Background: an optimization exercise with open tools, aiming at small area. Do not read the settings as production practice. Function was checked by simulation only, so behaviour that the tests miss may differ from the original. Power and IR drop assume default switching activity.

<file path="design/flow/design.v">
module ddr4_fine_sweep #(
  parameter int LANES        = 16,
  parameter int DELAY_TAPS   = 64,
  parameter int COARSE_STEPS = 8,
  parameter int SPAN         = 32,
  parameter int SAMPLES      = 4,
  parameter int SETTLE       = 2,
  parameter int MIN_WIDTH    = 6,
  parameter int TIMEOUT      = 256
) (
  input  logic                                        clk,
  input  logic                                        rst,
  input  logic                                        fine_start,
  input  logic [$clog2(COARSE_STEPS)-1:0]             coarse_sel,
  input  logic [LANES-1:0]                            read_ok,
  input  logic                                        read_valid,
  output logic [$clog2(DELAY_TAPS)-1:0]               delay_tap,
  output logic                                        read_req,
  output logic                                        busy,
  output logic                                        fine_done,
  output logic                                        fine_failed,
  output logic [LANES-1:0]                            lane_valid,
  output logic [LANES*$clog2(DELAY_TAPS)-1:0]         best_start,
  output logic [LANES*$clog2(DELAY_TAPS)-1:0]         best_end,
  output logic [LANES*$clog2(DELAY_TAPS+1)-1:0]       best_width
);
  localparam int TAPW = $clog2(DELAY_TAPS);
  localparam int WW   = $clog2(DELAY_TAPS + 1);
  localparam int RW   = $clog2(SPAN + 1);       
  localparam logic [2:0] S_IDLE   = 3'd0;
  localparam logic [2:0] S_SETTLE = 3'd1;
  localparam logic [2:0] S_RREQ   = 3'd2;
  localparam logic [2:0] S_RWAIT  = 3'd3;
  localparam logic [2:0] S_EVAL   = 3'd4;
  localparam logic [2:0] S_FINISH = 3'd5;
  localparam logic [2:0] S_REPORT = 3'd6;
  logic [2:0]      r_state;
  logic [TAPW-1:0] r_tap;
  logic [1:0]      r_blk;     
  logic [7:0]      r_to;      
  logic [1:0]      r_smp;     
  logic            r_done;
  logic            r_failed;
  logic [LANES-1:0] r_fail;   
  logic [RW-1:0]   r_run [LANES];   
  logic [RW-1:0]   r_bw  [LANES];   
  logic [TAPW-1:0] r_be  [LANES];   
  wire st_idle   = (r_state == S_IDLE);
  wire st_settle = (r_state == S_SETTLE);
  wire st_rwait  = (r_state == S_RWAIT);
  wire st_eval   = (r_state == S_EVAL);
  wire st_finish = (r_state == S_FINISH);
  wire st_report = (r_state == S_REPORT);
  wire w_start   = st_idle & fine_start;
  wire w_acc     = st_rwait & read_valid;
  wire w_tmo     = st_rwait & ~read_valid & (&r_to);
  wire w_last    = (&r_tap[2:0]) & ((&r_tap[5:3]) | (&r_blk));
  wire [TAPW-1:0] w_end = r_tap - {{(TAPW-1){1'b0}}, st_eval};
  logic [LANES-1:0] w_wide;
  for (genvar g = 0; g < LANES; g++) begin : g_wide
    assign w_wide[g] = (r_bw[g] >= RW'(MIN_WIDTH));
  end
  always_ff @(posedge clk or posedge rst) begin
    if (rst) begin
      r_state  <= S_IDLE;
      r_tap    <= '0;
      r_done   <= 1'b0;
      r_failed <= 1'b0;
    end else begin
      r_done   <= st_report & (&w_wide);
      r_failed <= (st_report & ~&w_wide) | w_tmo;
      case (r_state)
        S_IDLE: if (fine_start) begin
          r_tap   <= {coarse_sel, 3'b000};
          r_state <= S_SETTLE;
        end
        S_SETTLE: if (r_to[0]) r_state <= S_RREQ;
        S_RREQ:   r_state <= S_RWAIT;
        S_RWAIT: begin
          if (read_valid)  r_state <= (&r_smp) ? S_EVAL : S_RREQ;
          else if (&r_to)  r_state <= S_IDLE;
        end
        S_EVAL: begin
          if (w_last) r_state <= S_FINISH;
          else begin
            r_tap   <= r_tap + 1'b1;
            r_state <= S_SETTLE;
          end
        end
        S_FINISH: r_state <= S_REPORT;
        default:  r_state <= S_IDLE;
      endcase
    end
  end
  always_ff @(posedge clk) begin
    r_to <= (st_settle | st_rwait) ? r_to + 1'b1 : 8'd0;
    if (st_settle)  r_smp <= 2'd0;
    else if (w_acc) r_smp <= r_smp + 1'b1;
    if (st_idle) r_blk <= 2'd0;
    else if (st_eval & ~w_last & (&r_tap[2:0])) r_blk <= r_blk + 1'b1;
  end
  for (genvar g = 0; g < LANES; g++) begin : g_lane
    wire w_upd = ((st_eval & r_fail[g]) | st_finish) & (r_run[g] > r_bw[g]);
    always_ff @(posedge clk) begin
      r_fail[g] <= ~st_settle & (r_fail[g] | (w_acc & ~read_ok[g]));
      if (st_eval)      r_run[g] <= r_fail[g] ? '0 : r_run[g] + 1'b1;
      else if (st_idle) r_run[g] <= '0;
    end
    always_ff @(posedge clk or posedge rst) begin
      if (rst) begin
        r_bw[g] <= '0;
        r_be[g] <= '0;
      end else if (w_start | w_tmo) begin
        r_bw[g] <= '0;
        r_be[g] <= '0;
      end else if (w_upd) begin
        r_bw[g] <= r_run[g];
        r_be[g] <= w_end;
      end
    end
    assign lane_valid[g]              = (st_idle | st_report) & w_wide[g];
    assign best_width[g*WW +: WW]     = WW'(r_bw[g]);
    assign best_end[g*TAPW +: TAPW]   = r_be[g];
    assign best_start[g*TAPW +: TAPW] = (r_be[g] - TAPW'(r_bw[g]) + 1'b1) & {TAPW{|r_bw[g]}};
  end
  assign delay_tap   = r_tap;
  assign read_req    = (r_state == S_RREQ);
  assign busy        = ~st_idle;
  assign fine_done   = r_done;
  assign fine_failed = r_failed;
endmodule
</file>
<file path="design/flow/run.sh">
#!/bin/bash
# synth_recipe.tcl (not shown) runs the flow's synth.tcl, then flattens the netlist and writes it again
# the make line also repeats each setting of config.mk as NAME=value (left out here)
make -C /OpenROAD-flow-scripts/flow DESIGN_CONFIG=/design/flow/config.mk WORK_HOME=/design/flow/orfs CLKGATE_MAP_FILE= SYNTH_SCRIPT=/design/flow/synth_recipe.tcl finish
</file>
<file path="design/flow/config.mk">
export PLATFORM = sky130hd
export DESIGN_NAME = ddr4_fine_sweep
export DESIGN_NICKNAME = ddr4_fine_sweep
export VERILOG_FILES = /design/flow/design.v
export SDC_FILE = /design/flow/constraint.sdc
export NUM_CORES = 4
export LEC_CHECK = 0
export ABC_AREA = 1
export CAP_MARGIN = 20
export CORE_MARGIN = 2
export CORE_UTILIZATION = 40
export SLEW_MARGIN = 20
</file>
<file path="design/flow/constraint.sdc">
create_clock -name core_clock -period 5.0 [get_ports {clk}]
set_input_delay 1.0000 -clock core_clock [delete_from_list [all_inputs] [get_ports {clk}]]
set_output_delay 1.0000 -clock core_clock [all_outputs]
set_load 0.01 [all_outputs]
</file>
==> metrics.csv <==
metric,value,unit
Worst-Margin Slew,1110,ps
Bufs on Longest Clock Path,3,
share of the synthesized area in the top cell type,0.233,
final period utilization,0.841,
post-placement cell count,3727,
vias,19100,
Yosys top cell by area,dfrtp_1,
Pins Over Slew Limit,0,
Synth cell types,39,
routability cong.,0.852,
# setup viols final,0,
synthesized area per cell,7.94,µm²
Power Total,0.00913,W
max-cap viol count,0,
DP Wirelength,46800,µm
RSZ-0062 raised after global routing,no,
Die Ht,238,µm
Clock Pin Slew Worst Setup and Hold Paths,60,ps
Detail Route Antenna Nets,0,
CTS Buf Count,40,
H-tree depth,2,
status,finished clean,
kind of critical path,reg -> out,
vias in the first global route,18616,
Die Wd,238,µm
maximum VDD drop,0.000238,V
Slew HR,0.256,
CP Capture Type,primary output,
Resize count post-CTS,0,
core area,53900,µm²
synthesized flop and latch total,327,
pwr/cell area,339,nW/µm²
f_max,0.238,GHz
worst endpoint data arrival time,3210,ps
hold_buf cts,0,
crit-path max FO,16,
Syn Std Cell Area,21800,µm²
setup_tns,0,ps
Post-CTS Setup Repair Bufs,0,
Fillers,5175,
CTS tree,built,
Clock Sinks,327,
Ant. Diodes,0,
Total GRT Usage,0.224,
final wirelength,63800,µm
critical path launch point type,flop,
worst hold slack,453,ps
Initial Util,0.405,
sequential area share after synthesis,0.391,
IO Count,353,
Avg WL per Cell,16.8,µm
initial antenna violation count,1,
Hold Path Class,reg -> reg,
1st-pass router iterations,6,
mean number of vias per cell,5.03,
Lkg Pwr,13.4,nW
synth-to-layout area growth,23.4,%
synth warn,4,
die area,56400,µm²
Clock Skew,9.36,ps
DR DRC count,0,
Layout Nets,3376,
grt ovf,0,
number of cells produced by synthesis,2749,
Clock Latency Late Sink,550,ps
crit path time final,4210,ps
Critical Path RT,4000,ps
largest net degree at the start of global routing,129,
final hold vios,0,
Non-Filler Instances,3797,
first-pass GRT wire length,100000,µm
CTS Root Cell,clkbuf_16,
DRT iter0 DRCs,1109,
layout cells sized above 1,0.0368,
most area-consuming cells after synthesis,"dfrtp_1 (23%), ha_1 (15%), edfxtp_1 (13%)",
FP Rows,85,
# port buffers,336,
[per-stage QoR]
stage | instance area (µm²) | setup WS (ps) | utilization
after floorplan | 21900 | 144 | -
after global placement | 25700 | 1350 | 0.476
after detailed placement | 25700 | 1370 | 0.476
after CTS | 26900 | 746 | 0.499
after global routing | 26900 | 576 | 0.499
final | 26900 | 794 | 0.499
[final timing paths]
kind                       slack [ps]            end        from  depth (start not counted)
max                               790  lane_valid[4]  r_state[0]                          8
min                               450       r_blk[1]    r_blk[1]                          2
max reg2reg                      1970    r_be[10][4]  r_state[0]                         11
min reg2reg                       450       r_blk[1]    r_blk[1]                          2
max in group asynchronous        3070     r_be[5][2]         rst                          3
min in group asynchronous        1010    r_be[11][5]         rst                          2
[worst max-delay path, stage by stage, from the launching register on]
cell,delay (ps)
dfrtp_1,470
nor2_4,120
inv_2,30
nor2_1,140
inv_1,120
nand2_1,830
nand2_1,270
inv_1,130
clkdlybuf4s50_1,540
[registers in the layout (all words and copies together) (netlist names)]
name,count
r_blk,2
r_smp,2
r_run,96
r_tap,6
r_done,1
r_fail,16
r_to,8
r_be,96
r_state,3
r_bw,96
r_failed,1
[final cells by class]
class	instances	area (µm²)	area share
Tap cell	696	871	0.0323
Clock inverter	16	155	0.00576
Timing Repair Buffer	353	3530	0.131
Clock buffer	54	1100	0.0410
Inverter	423	1600	0.0594
Multi-Input combinational cell	1928	11100	0.414
Sequential cell	327	8520	0.317
[cells by family after synthesis]
group / Yosys count / synth area share
AND/OR/NAND/NOR: 1397 / 0.273
buffers and inverters: 509 / 0.101
flip-flops: 327 / 0.391
adder cells (fa/ha/maj): 280 / 0.166
AO/OA/AOI/OAI: 191 / 0.0508
XOR/XNOR: 44 / 0.0177
other: 1 / 0.000172
[cell usage after synthesis]
library cell    n
buf_1           5
nand2_2         2
nand3b_1        1
o221ai_1        1
nor2_1        227
or2_2          18
inv_1         416
o211ai_1        1
conb_1          1
dfrtp_1       203
nand2_4         1
nand3_1       400
fa_1           16
nand3_2         1
nor3_1         36
ha_1          264
buf_2          11
clkbuf_1       19
nor2_2          4
buf_4          27
o21ai_2        10
dfxtp_1        28
nor3b_1        17
clkinv_1        3
a21oi_1        82
o21a_1          6
buf_6          24
xor2_1         22
nand2_1       677
a31oi_1         9
inv_2           4
and3_1          4
nand4_1         9
o21ai_0        47
xnor2_1        22
o21ai_1         1
edfxtp_1       96
o22ai_1         2
o21bai_1       32
[power breakdown]
part | leakage, nW | internal [W] | switching, W
combinational | 8.82 | 0.000881 | 0.00171
clock | 0.615 | 0.00170 | 0.00115
sequential | 3.99 | 0.00324 | 0.000455
total | 13.4 | 0.00582 | 0.00331
[cell usage in the layout, fill, tap and decap left out, types with 2 or more instances in the layout]
| master | instances |
|---|---|
| nand2_1 | 677 |
| inv_1 | 415 |
| nand3_1 | 400 |
| clkdlybuf4s50_1 | 336 |
| ha_1 | 264 |
| nor2_1 | 227 |
| dfrtp_1 | 203 |
| edfxtp_1 | 96 |
| a21oi_1 | 82 |
| o21ai_0 | 47 |
| clkbuf_16 | 41 |
| nor3_1 | 36 |
| o21bai_1 | 32 |
| dfxtp_1 | 28 |
| xnor2_1 | 22 |
| xor2_1 | 22 |
| or2_2 | 18 |
| nor3b_1 | 17 |
| fa_1 | 16 |
| conb_1 | 16 |
| buf_4 | 14 |
| o21ai_2 | 10 |
| clkbuf_1 | 10 |
| nand4_1 | 9 |
| a31oi_1 | 9 |
| clkinv_1 | 7 |
| clkinv_2 | 7 |
| o21a_1 | 6 |
| and3_1 | 4 |
| inv_2 | 3 |
| nor2_2 | 3 |
| clkinvlp_4 | 3 |
| bufinv_16 | 3 |
| clkbuf_8 | 3 |
| buf_12 | 3 |
| nand2_2 | 2 |
| o22ai_1 | 2 |
[routing by layer]
metal	global-route usage	wire (µm)	share of wire
met5	0	13	0.00020
met4	0.0616	1730	0.027
met3	0.0379	3650	0.057
met2	0.377	29900	0.47
met1	0.299	28400	0.45

## afterwards: timing with drivers on the ports
The results above use ideal ports. As a check the final layout listed here was re-extracted and re-timed, cells and wires unchanged. Step 1 sets driving cells, clkbuf_16 on the clock port and buf_2 on the other inputs (assumed; they add their load-dependent delay and slew). Step 2 moves the port delays by t, midway between the first and last clock arrival at a register: inputs arrive t later, outputs are due t later. That takes back most of the time a late clock gives input paths. a / b / c = no drivers / after step 1 / after step 2; a / b = the first two.
shift t [ns]: 0.605
setup slack, ns: 0.794 / 0.738 / 1.343
hold slack, ns: 0.453 / 0.453 / 0.453
worst setup path at the end: register to output
pins driven straight from the clock port: 1
After both steps setup and hold are still met in this run. The setup slack of this run moves by -0.056 ns with the drivers and by +0.549 ns with both steps.
